Context: an optimization exercise on an open-source flow, tuned for small area. The choices shown serve that exercise and are no tape-out recipe. Function was checked by simulation only, so behaviour that the tests miss may differ from the original. Power is estimated from default activity; no workload was simulated.

==> build 94: inputs <==
## random_map_writer
module random_map_writer (
    input  logic        clk,
    input  logic        rst,
    input  logic        start,
    input  logic [15:0] seed,
    input  logic [4:0]  density,
    input  logic [4:0]  rd_x,
    input  logic [4:0]  rd_y,
    output logic        rd_occ,
    output logic        busy,
    output logic        done,
    output logic [9:0]  occ_count
);
==> flow/config.mk <==
export PLATFORM = sky130hd
export DESIGN_NAME = random_map_writer
export DESIGN_NICKNAME = random_map_writer
export VERILOG_FILES = /design/flow/design.v
export SDC_FILE = /design/flow/constraint.sdc
export NUM_CORES = 4
export LEC_CHECK = 0
export CAP_MARGIN = 20
export CORE_MARGIN = 2
export CORE_UTILIZATION = 40
export GPL_TIMING_DRIVEN = 0
export SLEW_MARGIN = 20
==> flow/constraint.sdc <==
create_clock -name core_clock -period 5.0 [get_ports {clk}]
set_input_delay 1.0000 -clock core_clock [delete_from_list [all_inputs] [get_ports {clk}]]
set_output_delay 1.0000 -clock core_clock [all_outputs]
set_load 0.01 [all_outputs]
run.sh (not shown) runs the stock make flow with config.mk's settings and CLKGATE_MAP_FILE= SYNTH_SCRIPT=/design/flow/synth_recipe.tcl, a recipe that flattens the netlist after the stock synthesis.
==> inputs of build 52, as changes to build 94 <==
--- a/flow/design.v
+++ b/flow/design.v
@@ -16,19 +16,16 @@
     logic [15:0] lfsr;
     logic [4:0]  dcur, dprev;
     logic        start_accept, cell_bit, row_start, seed_zero;
     logic [15:0] cp0;
     logic [15:0] cp1;
     logic [15:0] cp2;
-    logic [15:0] cp3;
-    logic [15:0] cp4;
-    logic [15:0] cp5;
     logic [15:0] pend;   
     assign start_accept = !busy && !done && start;
     assign cell_bit     = dcur[4] || (lfsr[3:0] < dcur[3:0]);
-    assign row_start    = (idx[4:0] == 5'd0) && (idx[6:5] == '0);
+    assign row_start    = (idx[4:0] == 5'd0) && (idx[7:5] == '0);
     assign seed_zero    = (seed == 16'h0000);
     always_ff @(posedge clk) begin
         if (rst) begin
             busy      <= 1'b0;
             done      <= 1'b0;
             idx       <= '0;
@@ -58,51 +55,62 @@
         else
             lfsr <= seed | (seed_zero ? 16'hACE1 : 16'h0000);
     end
     logic [4:0] prow;
     logic [9:0] idxm1;
     assign idxm1 = idx - 1'b1;
-    assign prow  = idxm1[9:5] / 5'd4;
+    assign prow  = idxm1[9:5] / 5'd8;
     always_ff @(posedge clk) begin
         if (busy && row_start)
             pend <= lfsr;
         if ((busy && row_start) || done) begin
             case (prow)
                 0: cp0 <= pend;
                 1: cp1 <= pend;
                 2: cp2 <= pend;
-                3: cp3 <= pend;
-                4: cp4 <= pend;
-                5: cp5 <= pend;
                 default: ;
             endcase
         end
     end
     logic [9:0]  k;
     logic        valid, cur, use_pend;
     logic [4:0]  rrow, ohi;
     logic [15:0] base;
     assign k        = {rd_y, rd_x};
     assign valid    = !(rd_y[4] && rd_y[3]);
     assign cur      = k < idx;
-    assign rrow     = rd_y / 5'd4;
-    assign ohi      = rd_y % 5'd4;
+    assign rrow     = rd_y / 5'd8;
+    assign ohi      = rd_y % 5'd8;
     assign use_pend = cur && (rrow == prow);
     always_comb begin
         case (rrow)
             0: base = cp0;
             1: base = cp1;
             2: base = cp2;
-            3: base = cp3;
-            4: base = cp4;
-            5: base = cp5;
-            default: base = cp5;
+            default: base = cp2;
         endcase
         if (use_pend) base = pend;
     end
     logic [15:0] v0;
+    logic [15:0] v0_j128;
+    assign v0_j128[0] = base[0] ^ base[1] ^ base[2] ^ base[3] ^ base[4] ^ base[5] ^ base[9] ^ base[10] ^ base[11] ^ base[14];
+    assign v0_j128[1] = base[1] ^ base[2] ^ base[3] ^ base[4] ^ base[5] ^ base[6] ^ base[10] ^ base[11] ^ base[12] ^ base[15];
+    assign v0_j128[2] = base[0] ^ base[2] ^ base[3] ^ base[4] ^ base[5] ^ base[6] ^ base[7] ^ base[12] ^ base[14];
+    assign v0_j128[3] = base[1] ^ base[3] ^ base[4] ^ base[5] ^ base[6] ^ base[7] ^ base[8] ^ base[13] ^ base[15];
+    assign v0_j128[4] = base[0] ^ base[2] ^ base[4] ^ base[5] ^ base[6] ^ base[7] ^ base[8] ^ base[9] ^ base[11] ^ base[13];
+    assign v0_j128[5] = base[1] ^ base[3] ^ base[5] ^ base[6] ^ base[7] ^ base[8] ^ base[9] ^ base[10] ^ base[12] ^ base[14];
+    assign v0_j128[6] = base[2] ^ base[4] ^ base[6] ^ base[7] ^ base[8] ^ base[9] ^ base[10] ^ base[11] ^ base[13] ^ base[15];
+    assign v0_j128[7] = base[0] ^ base[3] ^ base[5] ^ base[7] ^ base[8] ^ base[9] ^ base[10] ^ base[12] ^ base[13];
+    assign v0_j128[8] = base[1] ^ base[4] ^ base[6] ^ base[8] ^ base[9] ^ base[10] ^ base[11] ^ base[13] ^ base[14];
+    assign v0_j128[9] = base[2] ^ base[5] ^ base[7] ^ base[9] ^ base[10] ^ base[11] ^ base[12] ^ base[14] ^ base[15];
+    assign v0_j128[10] = base[0] ^ base[3] ^ base[6] ^ base[8] ^ base[10] ^ base[12] ^ base[14] ^ base[15];
+    assign v0_j128[11] = base[0] ^ base[1] ^ base[4] ^ base[7] ^ base[9] ^ base[14] ^ base[15];
+    assign v0_j128[12] = base[0] ^ base[1] ^ base[2] ^ base[5] ^ base[8] ^ base[10] ^ base[11] ^ base[13] ^ base[14] ^ base[15];
+    assign v0_j128[13] = base[0] ^ base[1] ^ base[2] ^ base[3] ^ base[6] ^ base[9] ^ base[12] ^ base[13] ^ base[15];
+    assign v0_j128[14] = base[0] ^ base[1] ^ base[2] ^ base[3] ^ base[4] ^ base[7] ^ base[10] ^ base[11];
+    assign v0_j128[15] = base[1] ^ base[2] ^ base[3] ^ base[4] ^ base[5] ^ base[8] ^ base[11] ^ base[12];
     logic [15:0] v0_j64;
     assign v0_j64[0] = base[0] ^ base[1] ^ base[3] ^ base[4] ^ base[5] ^ base[10] ^ base[13] ^ base[15];
     assign v0_j64[1] = base[0] ^ base[1] ^ base[2] ^ base[4] ^ base[5] ^ base[6] ^ base[13];
     assign v0_j64[2] = base[1] ^ base[2] ^ base[3] ^ base[5] ^ base[6] ^ base[7] ^ base[14];
     assign v0_j64[3] = base[2] ^ base[3] ^ base[4] ^ base[6] ^ base[7] ^ base[8] ^ base[15];
     assign v0_j64[4] = base[0] ^ base[3] ^ base[4] ^ base[5] ^ base[7] ^ base[8] ^ base[9] ^ base[11] ^ base[13] ^ base[14];
@@ -114,16 +122,35 @@
     assign v0_j64[10] = base[1] ^ base[2] ^ base[3] ^ base[4] ^ base[6] ^ base[9] ^ base[10] ^ base[11] ^ base[12] ^ base[14];
     assign v0_j64[11] = base[2] ^ base[3] ^ base[4] ^ base[5] ^ base[7] ^ base[10] ^ base[11] ^ base[12] ^ base[13] ^ base[15];
     assign v0_j64[12] = base[0] ^ base[3] ^ base[4] ^ base[5] ^ base[6] ^ base[8] ^ base[12];
     assign v0_j64[13] = base[1] ^ base[4] ^ base[5] ^ base[6] ^ base[7] ^ base[9] ^ base[13];
     assign v0_j64[14] = base[2] ^ base[5] ^ base[6] ^ base[7] ^ base[8] ^ base[10] ^ base[14];
     assign v0_j64[15] = base[3] ^ base[6] ^ base[7] ^ base[8] ^ base[9] ^ base[11] ^ base[15];
+    logic [15:0] v0_j192;
+    assign v0_j192[0] = base[2] ^ base[3] ^ base[4] ^ base[7] ^ base[8] ^ base[12] ^ base[13] ^ base[14];
+    assign v0_j192[1] = base[3] ^ base[4] ^ base[5] ^ base[8] ^ base[9] ^ base[13] ^ base[14] ^ base[15];
+    assign v0_j192[2] = base[0] ^ base[4] ^ base[5] ^ base[6] ^ base[9] ^ base[10] ^ base[11] ^ base[13] ^ base[15];
+    assign v0_j192[3] = base[0] ^ base[1] ^ base[5] ^ base[6] ^ base[7] ^ base[10] ^ base[12] ^ base[13];
+    assign v0_j192[4] = base[1] ^ base[2] ^ base[6] ^ base[7] ^ base[8] ^ base[11] ^ base[13] ^ base[14];
+    assign v0_j192[5] = base[2] ^ base[3] ^ base[7] ^ base[8] ^ base[9] ^ base[12] ^ base[14] ^ base[15];
+    assign v0_j192[6] = base[0] ^ base[3] ^ base[4] ^ base[8] ^ base[9] ^ base[10] ^ base[11] ^ base[14] ^ base[15];
+    assign v0_j192[7] = base[0] ^ base[1] ^ base[4] ^ base[5] ^ base[9] ^ base[10] ^ base[12] ^ base[13] ^ base[14] ^ base[15];
+    assign v0_j192[8] = base[0] ^ base[1] ^ base[2] ^ base[5] ^ base[6] ^ base[10] ^ base[15];
+    assign v0_j192[9] = base[0] ^ base[1] ^ base[2] ^ base[3] ^ base[6] ^ base[7] ^ base[13] ^ base[14];
+    assign v0_j192[10] = base[1] ^ base[2] ^ base[3] ^ base[4] ^ base[7] ^ base[8] ^ base[14] ^ base[15];
+    assign v0_j192[11] = base[0] ^ base[2] ^ base[3] ^ base[4] ^ base[5] ^ base[8] ^ base[9] ^ base[11] ^ base[13] ^ base[14] ^ base[15];
+    assign v0_j192[12] = base[0] ^ base[1] ^ base[3] ^ base[4] ^ base[5] ^ base[6] ^ base[9] ^ base[10] ^ base[11] ^ base[12] ^ base[13] ^ base[15];
+    assign v0_j192[13] = base[0] ^ base[1] ^ base[2] ^ base[4] ^ base[5] ^ base[6] ^ base[7] ^ base[10] ^ base[12];
+    assign v0_j192[14] = base[1] ^ base[2] ^ base[3] ^ base[5] ^ base[6] ^ base[7] ^ base[8] ^ base[11] ^ base[13];
+    assign v0_j192[15] = base[2] ^ base[3] ^ base[4] ^ base[6] ^ base[7] ^ base[8] ^ base[9] ^ base[12] ^ base[14];
     always_comb begin
-        case ({ohi[1]})
-            1'd0: v0 = base;
-            1'd1: v0 = v0_j64;
+        case ({ohi[1], ohi[2]})
+            2'd0: v0 = base;
+            2'd1: v0 = v0_j128;
+            2'd2: v0 = v0_j64;
+            2'd3: v0 = v0_j192;
             default: v0 = base;
         endcase
     end
     logic [15:0] v1;
     logic [15:0] v1_j32;
     assign v1_j32[0] = v0[0] ^ v0[1] ^ v0[3] ^ v0[4] ^ v0[5] ^ v0[6] ^ v0[8] ^ v0[9] ^ v0[12];
--- a/flow/config.mk
+++ b/flow/config.mk
@@ -4,9 +4,9 @@
 export VERILOG_FILES = /design/flow/design.v
 export SDC_FILE = /design/flow/constraint.sdc
 export NUM_CORES = 4
 export LEC_CHECK = 0
 export CAP_MARGIN = 20
 export CORE_MARGIN = 2
-export CORE_UTILIZATION = 40
+export CORE_UTILIZATION = 50
 export GPL_TIMING_DRIVEN = 0
 export SLEW_MARGIN = 20
==> inputs of build 16, as changes to build 94 <==
--- a/flow/design.v
+++ b/flow/design.v
@@ -83,13 +83,14 @@
     logic [15:0] base;
     assign k        = {rd_y, rd_x};
     assign valid    = !(rd_y[4] && rd_y[3]);
     assign cur      = k < idx;
     assign rrow     = rd_y / 5'd4;
     assign ohi      = rd_y % 5'd4;
-    assign use_pend = cur && (rrow == prow);
+    assign use_pend = (rrow == prow) &&
+                      ((idx[6:0] == '0) || ({ohi[1:0], rd_x} < idx[6:0]));
     always_comb begin
         case (rrow)
             0: base = cp0;
             1: base = cp1;
             2: base = cp2;
             3: base = cp3;
==> flow/flow/run.sh (new file) <==
#!/bin/bash
# The standard layout, with one change: every port still gets its own
# buffer, but a plain buf_2 instead of the delay buffer that buffer_ports
# picks by default (that cell adds about 0.5 ns to each input and output path).
set -euo pipefail
export BUFFER_PORTS_ARGS="-buffer_cell sky130_fd_sc_hd__buf_2"
bash standard.sh > standard.log 2>&1
==> flow/standard.sh (new file) <==
#!/bin/bash
# synth_recipe.tcl (not shown) runs the flow's synth.tcl, then flattens the netlist and writes it again
# the make line also repeats each setting of config.mk as NAME=value (left out here)
make -C /OpenROAD-flow-scripts/flow DESIGN_CONFIG=/design/flow/config.mk WORK_HOME=/design/flow/orfs CLKGATE_MAP_FILE= SYNTH_SCRIPT=/design/flow/synth_recipe.tcl "${@:-finish}"
--- a/flow/config.mk
+++ b/flow/config.mk
@@ -5,8 +5,9 @@
 export SDC_FILE = /design/flow/constraint.sdc
 export NUM_CORES = 4
 export LEC_CHECK = 0
 export CAP_MARGIN = 20
 export CORE_MARGIN = 2
 export CORE_UTILIZATION = 40
+export CTS_BUF_LIST = sky130_fd_sc_hd__clkbuf_8 sky130_fd_sc_hd__clkbuf_16
 export GPL_TIMING_DRIVEN = 0
 export SLEW_MARGIN = 20
removed: flow/run.sh
==> inputs of build 87, as changes to build 94 <==
--- a/flow/config.mk
+++ b/flow/config.mk
@@ -5,8 +5,11 @@
 export SDC_FILE = /design/flow/constraint.sdc
 export NUM_CORES = 4
 export LEC_CHECK = 0
 export CAP_MARGIN = 20
 export CORE_MARGIN = 2
 export CORE_UTILIZATION = 40
+export CTS_BUF_LIST = sky130_fd_sc_hd__clkbuf_4 sky130_fd_sc_hd__clkbuf_8
+export CTS_CLUSTER_DIAMETER = 120
+export CTS_CLUSTER_SIZE = 40
 export GPL_TIMING_DRIVEN = 0
 export SLEW_MARGIN = 20
==> summary.txt <==
Build 16 finished clean. Build 87 went through all stages and came out clean. Build 94 finished clean. Build 52 completed with no timing, DRC or antenna violations.
Of build 94 and build 52, build 52 has the higher global-route usage (gap 9.9 points).
The lowest critical path depth belongs to build 16, the highest to build 94.
The lowest hold slack belongs to build 94, the highest to build 52.
The lowest clock power belongs to build 87, the highest to build 94.
The lowest wire length belongs to build 16, the highest to build 52.
Between build 16 and build 52, the lower area after synthesis is in build 16 (gap 5.4%, measured against build 52).
Die area: build 94 is higher than build 16 (about 7%).
Of build 87 and build 52, build 87 has the higher sequential share of layout area (gap 11 points).

## re-timing with driven ports
The flow's constraints put no driver on any port. The routed layouts listed below were extracted and timed again, unchanged, in two steps.
Step 1 (the two cells are an assumption about what drives the block):
set clk [get_ports {clk}]
set_driving_cell -lib_cell sky130_fd_sc_hd__clkbuf_16 $clk
set_driving_cell -lib_cell sky130_fd_sc_hd__buf_2 [delete_from_list [all_inputs] $clk]
Step 2 adds t to the input delays and takes it off the output delays; t is the mean of the earliest and latest rising clock arrival at the registers after step 1. Input paths then give back, and output paths get back, about the clock's delay inside the block.
Three values: ideal ports, drivers, drivers and shift; two values: the first two.
run	t (ns)	setup WS [ns]	hold WS [ns]	worst setup path at the end	clock arrival spread, ns
build 94	0.479	0.212 / 0.240 / -0.240	0.426 / 0.426 / 0.426	input to register	0.010 / 0.009
build 52	0.458	0.091 / 0.114 / -0.344	0.436 / 0.436 / 0.436	input to register	0.019 / 0.018
build 16	0.483	0.178 / 0.128 / -0.257	0.431 / 0.431 / 0.431	input to register	0.021 / 0.021
build 87	0.514	0.239 / 0.247 / -0.267	0.428 / 0.428 / 0.428	input to register	0.021 / 0.021
With both steps, setup timing fails in every run listed, where it was met with ideal ports. For build 87, which loses most, drivers alone change the setup slack by +0.008 ns; drivers and shift together by -0.506 ns.
